This is an optimization exercise on Yosys and OpenROAD, whose aim is small area and a short achievable clock period, not a production implementation. Only simulation tests tie the RTL to the original design; equivalence was not proved. Power figures rest on the tool's default switching activity, not on a simulated workload.

==> violet <==
==> flow/design.v <==
module snake_engine (
  input  logic         clk,
  input  logic         rst,
  input  logic         start,
  input  logic         step,
  input  logic [1:0]   snake_dir,
  input  logic [6:0]   seed,
  output logic [299:0] field,
  output logic [6:0]   apple_pos,
  output logic         busy,
  output logic         game_over,
  output logic         won,
  output logic [7:0]   score
);
  logic        r_run, r_place, r_dead, r_win;
  logic [99:0] c0, c1, c2;                  
  logic [3:0]  hx, hy;                      
  logic [3:0]  tx, ty;                      
  logic [1:0]  r_dir;
  logic [3:0]  ax, ay;                      
  logic [15:0] r_lfsr;
  logic [6:0]  r_mod;                       
  logic [6:0]  r_score;                     
  function automatic logic [9:0] dec10(input logic [3:0] v);
    logic [9:0] o;
    for (int k = 0; k < 10; k++) o[k] = (v == 4'(k));
    dec10 = o;
  endfunction
  logic [9:0] hx1, hy1, tx1, ty1;
  assign hx1 = dec10(hx);
  assign hy1 = dec10(hy);
  assign tx1 = dec10(tx);
  assign ty1 = dec10(ty);
  logic [99:0] occ;
  logic [1:0] tcode;
  always_comb begin
    tcode = 2'd0;
    for (int i = 0; i < 100; i++)
      if (tx1[i % 10] && ty1[i / 10]) tcode = tcode | {c1[i], c0[i]};
  end
  logic [9:0] rowo, colo;
  always_comb begin
    rowo = 10'd0;
    colo = 10'd0;
    for (int i = 0; i < 100; i++) begin
      if (hy1[i / 10]) rowo[i % 10] = rowo[i % 10] | occ[i];
      if (hx1[i % 10]) colo[i / 10] = colo[i / 10] | occ[i];
    end
  end
  logic [3:0] nocc;
  always_comb begin
    nocc = 4'd0;
    for (int k = 0; k < 10; k++) begin
      if (k > 0 && hy1[k]) nocc[0] = nocc[0] | colo[k - 1];
      if (k < 9 && hx1[k]) nocc[1] = nocc[1] | rowo[k + 1];
      if (k < 9 && hy1[k]) nocc[2] = nocc[2] | colo[k + 1];
      if (k > 0 && hx1[k]) nocc[3] = nocc[3] | rowo[k - 1];
    end
  end
  logic [3:0] hxp, hxm, hyp, hym;
  assign hxp = hx + 4'd1;
  assign hxm = hx - 4'd1;
  assign hyp = hy + 4'd1;
  assign hym = hy - 4'd1;
  logic [3:0] oob, eat_d, tail_d, dead_d;
  assign oob    = {hx == 4'd0, hy == 4'd9, hx == 4'd9, hy == 4'd0};
  assign eat_d  = {ay == hy  && ax == hxm, ay == hyp && ax == hx,
                   ay == hy  && ax == hxp, ay == hym && ax == hx};
  assign tail_d = {ty == hy  && tx == hxm, ty == hyp && tx == hx,
                   ty == hy  && tx == hxp, ty == hym && tx == hx};
  assign dead_d = oob | (nocc & ~eat_d & ~tail_d);
  logic [1:0] w_dir;
  logic [3:0] dsel;
  logic       w_dead, w_eat, w_commit, w_grow, w_norm;
  logic [2:0] w_code;
  assign w_dir    = (snake_dir == (r_dir ^ 2'b10)) ? r_dir : snake_dir;
  assign dsel     = 4'b0001 << w_dir;
  assign w_dead   = |(dsel & dead_d);
  assign w_eat    = |(dsel & eat_d);
  assign w_commit = r_run && step && !start && !w_dead;
  assign w_grow   = w_commit && w_eat;
  assign w_norm   = w_commit && !w_eat;
  assign w_code   = {1'b0, w_dir} + 3'd1;
  logic [9:0] nx1, ny1;
  assign nx1 = dsel[1] ? {hx1[8:0], 1'b0} : dsel[3] ? {1'b0, hx1[9:1]} : hx1;
  assign ny1 = dsel[2] ? {hy1[8:0], 1'b0} : dsel[0] ? {1'b0, hy1[9:1]} : hy1;
  logic       p_free, p_full, p_last, p_on;
  assign p_free = ~|(rowo & hx1);
  assign p_full = (r_score == 7'd96);
  assign p_last = (hx == 4'd9) && (hy == 4'd9);
  assign p_on   = r_place && !start;
  logic [9:0] ux, uy, kx, ky, px1;
  assign ux  = (hx1 | nx1) & {10{w_commit}};
  assign uy  = hy1 | ny1;
  assign kx  = tx1 | {10{start}};                    
  assign ky  = (ty1 & {10{w_norm}}) | {10{start}};
  assign px1 = hy1 & {10{p_on}};
  function automatic logic [2:0] init_cell(input int i);
    logic [2:0] c;
    if ((i / 10) == 1 && (i % 10) >= 1 && (i % 10) <= 4) c = 3'd2;
    else if (i == 55)                                     c = 3'd5;
    else                                                  c = 3'd0;
    init_cell = c;
  endfunction
  logic [99:0] n0, n1, n2;
  for (genvar i = 0; i < 100; i++) begin : g_cell
    localparam int X = i % 10;
    localparam int Y = i / 10;
    snake_cell #(.INIT(init_cell(i))) u_cell (
      .ux(ux[X]), .uy(uy[Y]), .kx(kx[X]), .ky(ky[Y]), .px(hx1[X]), .py(px1[Y]),
      .start(start), .code(w_code),
      .c({c2[i], c1[i], c0[i]}), .nxt({n2[i], n1[i], n0[i]}), .occ(occ[i]));
    always_ff @(posedge clk or posedge rst) begin
      if (rst) begin
        c0[i] <= 1'b0;
        c1[i] <= 1'b0;
        c2[i] <= 1'b0;
      end else begin
        c0[i] <= n0[i];
        c1[i] <= n1[i];
        c2[i] <= n2[i];
      end
    end
    assign field[i*3 +: 3] = {c2[i], c1[i], c0[i]};
  end
  logic       fb;
  logic [8:0] mv, mv1;
  logic [6:0] mod_nxt, seed1;
  assign fb      = r_lfsr[15] ^ r_lfsr[13] ^ r_lfsr[12] ^ r_lfsr[10];
  assign mv      = {1'b0, r_mod, fb} + (r_lfsr[15] ? 9'd64 : 9'd0);
  assign mv1     = (mv >= 9'd200) ? mv - 9'd200 : mv;
  assign mod_nxt = (mv1 >= 9'd100) ? 7'(mv1 - 9'd100) : 7'(mv1);
  assign seed1   = (seed == 7'd0) ? 7'd1 : seed;
  logic [3:0] ntx, nty;
  always_comb begin
    ntx = tx;
    nty = ty;
    case (tcode)
      2'd1:    nty = ty - 4'd1;
      2'd2:    ntx = tx + 4'd1;
      2'd3:    nty = ty + 4'd1;
      default: ntx = tx - 4'd1;
    endcase
  end
  always_ff @(posedge clk or posedge rst) begin
    if (rst) begin
      r_run   <= 1'b0;
      r_place <= 1'b0;
      r_dead  <= 1'b0;
      r_win   <= 1'b0;
      r_lfsr  <= 16'd1;
      r_mod   <= 7'd1;
      ax      <= 4'd0;
      ay      <= 4'd0;
      r_score <= 7'd0;
    end else if (start) begin
      r_run   <= 1'b1;
      r_place <= 1'b0;
      r_dead  <= 1'b0;
      r_win   <= 1'b0;
      r_lfsr  <= {9'd0, seed1};
      r_mod   <= seed1;
      ax      <= 4'd5;
      ay      <= 4'd5;
      r_score <= 7'd0;
    end else begin
      r_lfsr <= {r_lfsr[14:0], fb};
      r_mod  <= mod_nxt;
      if (r_run && step) begin
        if (w_dead) begin
          r_run  <= 1'b0;
          r_dead <= 1'b1;
        end else if (w_eat) begin
          r_run   <= 1'b0;
          r_place <= 1'b1;
          r_score <= r_score + 7'd1;
        end
      end
      if (r_place) begin
        if (p_free) begin
          r_place <= 1'b0;
          r_run   <= 1'b1;
          ax      <= hx;
          ay      <= hy;
        end else if (p_full && p_last) begin
          r_place <= 1'b0;
          r_win   <= 1'b1;
        end
      end
    end
  end
  always_ff @(posedge clk) begin
    if (start) begin
      hx    <= 4'd4;
      hy    <= 4'd1;
      tx    <= 4'd1;
      ty    <= 4'd1;
      r_dir <= 2'd1;
    end else begin
      if (w_commit) r_dir <= w_dir;
      if (w_norm) begin
        hx <= dsel[1] ? hxp : dsel[3] ? hxm : hx;
        hy <= dsel[2] ? hyp : dsel[0] ? hym : hy;
        tx <= ntx;
        ty <= nty;
      end else if (w_grow) begin
        if (r_score == 7'd95) begin
          hx <= 4'd0;
          hy <= 4'd0;
        end else begin
          hx <= 4'(r_mod % 7'd10);
          hy <= 4'(r_mod / 7'd10);
        end
      end else if (r_place) begin
        if (p_free) begin
          hx <= ax;
          hy <= ay;
        end else if (hx == 4'd9) begin
          hx <= 4'd0;
          hy <= (hy == 4'd9) ? 4'd0 : hy + 4'd1;
        end else begin
          hx <= hx + 4'd1;
        end
      end
    end
  end
  assign apple_pos = 7'(ay * 7'd10) + 7'(ax);
  assign busy      = r_place;
  assign game_over = r_dead;
  assign won       = r_win;
  assign score     = {1'b0, r_score};
endmodule
module snake_cell #(
  parameter logic [2:0] INIT = 3'd0
) (
  input  logic       ux, uy,      
  input  logic       kx, ky,      
  input  logic       px, py,      
  input  logic       start,
  input  logic [2:0] code,
  input  logic [2:0] c,
  output logic [2:0] nxt,
  output logic       occ
);
  logic set_a, clr, set_p, keep;
  assign occ    = |c;
  assign set_a  = ux & uy;
  assign clr    = kx & ky;
  assign set_p  = px & py & ~occ;
  assign keep   = ~(set_a | clr | set_p);
  assign nxt[0] = (c[0] & keep) | (set_a & code[0]) | set_p | (start & INIT[0]);
  assign nxt[1] = (c[1] & keep) | (set_a & code[1])         | (start & INIT[1]);
  assign nxt[2] = (c[2] & keep) | (set_a & code[2]) | set_p | (start & INIT[2]);
endmodule
==> flow/run.sh <==
#!/bin/bash
# synth_recipe.tcl (not shown) runs the flow's synth.tcl, then flattens the netlist and writes it again
# the make line also repeats each setting of config.mk as NAME=value (left out here)
make -C /OpenROAD-flow-scripts/flow DESIGN_CONFIG=/design/flow/config.mk WORK_HOME=/design/flow/orfs CLKGATE_MAP_FILE= SYNTH_SCRIPT=/design/flow/synth_recipe.tcl finish
==> flow/config.mk <==
export PLATFORM = sky130hd
export DESIGN_NAME = snake_engine
export DESIGN_NICKNAME = snake_engine
export VERILOG_FILES = /design/flow/design.v
export SDC_FILE = /design/flow/constraint.sdc
export NUM_CORES = 4
export LEC_CHECK = 0
export CAP_MARGIN = 30
export CELL_PAD_IN_SITES_DETAIL_PLACEMENT = 1
export CELL_PAD_IN_SITES_GLOBAL_PLACEMENT = 2
export CORE_MARGIN = 2
export CORE_UTILIZATION = 25
export GPL_ROUTABILITY_DRIVEN = 1
export PLACE_DENSITY = 0.45
export SLEW_MARGIN = 30
==> flow/constraint.sdc <==
create_clock -name core_clock -period 10.5 [get_ports {clk}]
set_input_delay 2.1000 -clock core_clock [delete_from_list [all_inputs] [get_ports {clk}]]
set_output_delay 2.1000 -clock core_clock [all_outputs]
set_load 0.01 [all_outputs]
==> quartz: changes against violet <==
- CORE_UTILIZATION: 25 -> 45
- PLACE_DENSITY: 0.45 -> 0.6
==> comparison table <==
Area of the core region: quartz 0.0503 mm²; violet 0.0914 mm²
Pre-Repair DR Iteration Count: quartz 9; violet 5
Starting utilization of the core area: quartz 45.7%; violet 25.2%
Largest driver fanout on the critical path: quartz 54; violet 32
Minimum period implied by the final worst setup slack: quartz 6.49 ns; violet 6.58 ns
Iter 0 DRT Violations: quartz 4522; violet 2805
WL met3: quartz 21.6 mm; violet 12.5 mm
Routed wl met2: quartz 55.0 mm; violet 73.4 mm
Critical register-to-register path endpoint: quartz c0[75]; violet c0[50]
Number of signal-net buffers in the layout: quartz 423; violet 461
Status: quartz timing/DRC/antenna clean; violet timing/DRC/antenna clean
Via count of the first global-routing pass: quartz 27000; violet 25900
Minimum hold slack: quartz 0.464 ns; violet 0.464 ns
Area of the die: quartz 0.0529 mm²; violet 0.0944 mm²
Metal1 wirelength: quartz 48.4 mm; violet 70.9 mm
Final Cycle Share: quartz 61.8%; violet 62.6%
Clock transition at the registers of the reported paths: quartz 0.06 ns; violet 0.07 ns
Cell count after placement: quartz 3408; violet 3965
Storage cell area: quartz 0.00887 mm²; violet 0.00887 mm²
Average wire per cell in the routed design: quartz 39.0 µm; violet 40.5 µm
Post-Place Setup Slack: quartz 3.79 ns; violet 3.52 ns
Worst reg2reg path depth: quartz 13; violet 14
GRT Util Overall: quartz 49.9%; violet 33.9%
Reported leakage power: quartz 11.0 nW; violet 11.3 nW
Arr. time, crit path: quartz 6.98 ns; violet 7.09 ns

---

==> inputs of v28 <==
Starts from the design.v that is shown in full above.
export LEC_CHECK = 0
export CAP_MARGIN = 30
export CELL_PAD_IN_SITES_DETAIL_PLACEMENT = 1
export CELL_PAD_IN_SITES_GLOBAL_PLACEMENT = 2
export CORE_MARGIN = 2
export CORE_UTILIZATION = 25
export CTS_BUF_LIST = sky130_fd_sc_hd__clkbuf_4 sky130_fd_sc_hd__clkbuf_8
export GPL_ROUTABILITY_DRIVEN = 1
export PLACE_DENSITY = 0.45
export SETUP_SLACK_MARGIN = 5
export SLEW_MARGIN = 30
create_clock -name core_clock -period 10.5 [get_ports {clk}]
run.sh (not shown) runs the stock make flow with config.mk's settings and CLKGATE_MAP_FILE= SYNTH_SCRIPT=/design/flow/synth_recipe.tcl, a recipe that flattens the netlist after the stock synthesis.
==> v7 (differences from v28) <==
==> flow/flow/run.sh (new file) <==
#!/bin/bash
# The standard layout, with each port buffered by the smallest buffer cell.
set -euo pipefail
bash standard.sh "BUFFER_PORTS_ARGS=-buffer_cell sky130_fd_sc_hd__buf_1" finish > standard_flow.log 2>&1
==> flow/standard.sh (new file) <==
#!/bin/bash
# synth_recipe.tcl (not shown) runs the flow's synth.tcl, then flattens the netlist and writes it again
# the make line also repeats each setting of config.mk as NAME=value (left out here)
make -C /OpenROAD-flow-scripts/flow DESIGN_CONFIG=/design/flow/config.mk WORK_HOME=/design/flow/orfs CLKGATE_MAP_FILE= SYNTH_SCRIPT=/design/flow/synth_recipe.tcl "${@:-finish}"
removed: flow/run.sh
==> qor summary <==
quantity	v28	v7
Outcome	timing/DRC/antenna clean	timing/DRC/antenna clean
Routed wire length on met3	13.4 mm	12.6 mm
Rel. slew slack	0.260	0.235
Post-route cell area	0.0299 mm2	0.0280 mm2
Library cell appearing most often on the critical path	sky130_fd_sc_hd__nand4_1	sky130_fd_sc_hd__buf_4
Cell Pwr Density	201 mW/mm2	217 mW/mm2
Worst Hold Launch	r_lfsr[7]$_DFF_PP0_	r_lfsr[14]$_DFF_PP0_
Part of the total power dissipated in sequential elements	0.262	0.259
LEAKAGE	11.5 nW	10.8 nW
Fraction of area in registers	0.297	0.317
Total routing resource utilization after global routing	0.342	0.343
Switching Power	2.82 mW	2.85 mW
Proportion of total power due to net switching	0.470	0.468
Met3 track demand over resource in global routing	0.0739	0.0720
Final core occ	0.327	0.306
Detail-routed net length per standard cell	40.3 um	40.3 um
Count of placed standard cells in the final layout, fillers left out	4125	4128
Last element of the critical path	c0[68]$_DFF_PP0_	c0[23]$_DFF_PP0_
Clock buffers created by TritonCTS	78	80
Clk power	1.68 mW	1.79 mW
Placer congestion estimate	0.951	0.942
Share of layout cells above drive strength 1	0.177	0.178

## separate check: timing with driven ports
The flow's constraints put no driver on any port. The routed layouts listed below were extracted and timed again, unchanged, in two steps. Step 1: set_driving_cell puts a clkbuf_16 on clk and a buf_2 on each other input, an assumption about the parent block. Step 2 adds t to the input delays and takes it off the output delays; t is the mean of the earliest and latest rising clock arrival at the registers after step 1. Input paths then give back, and output paths get back, about the clock's delay inside the block. a / b / c = ideal ports / drivers / drivers and shift; a / b = the first two.
run	t (ns)	slack for setup (ns)	latest minus earliest clock arrival (ns)	worst data-port slew with drivers (ns)
violet	0.696	3.924 / 3.924 / 3.459	0.036 / 0.035	0.04
quartz	0.665	4.006 / 4.053 / 3.388	0.033 / 0.033	0.04
v28	0.796	5.102 / 5.102 / 4.389	0.040 / 0.040	0.04
v7	0.797	5.099 / 5.099 / 4.418	0.060 / 0.060	0.04
After both steps setup and hold are still met in every run listed. The setup slack of v28, which loses most, moves by 0.000 ns with the drivers and by -0.713 ns with both steps.
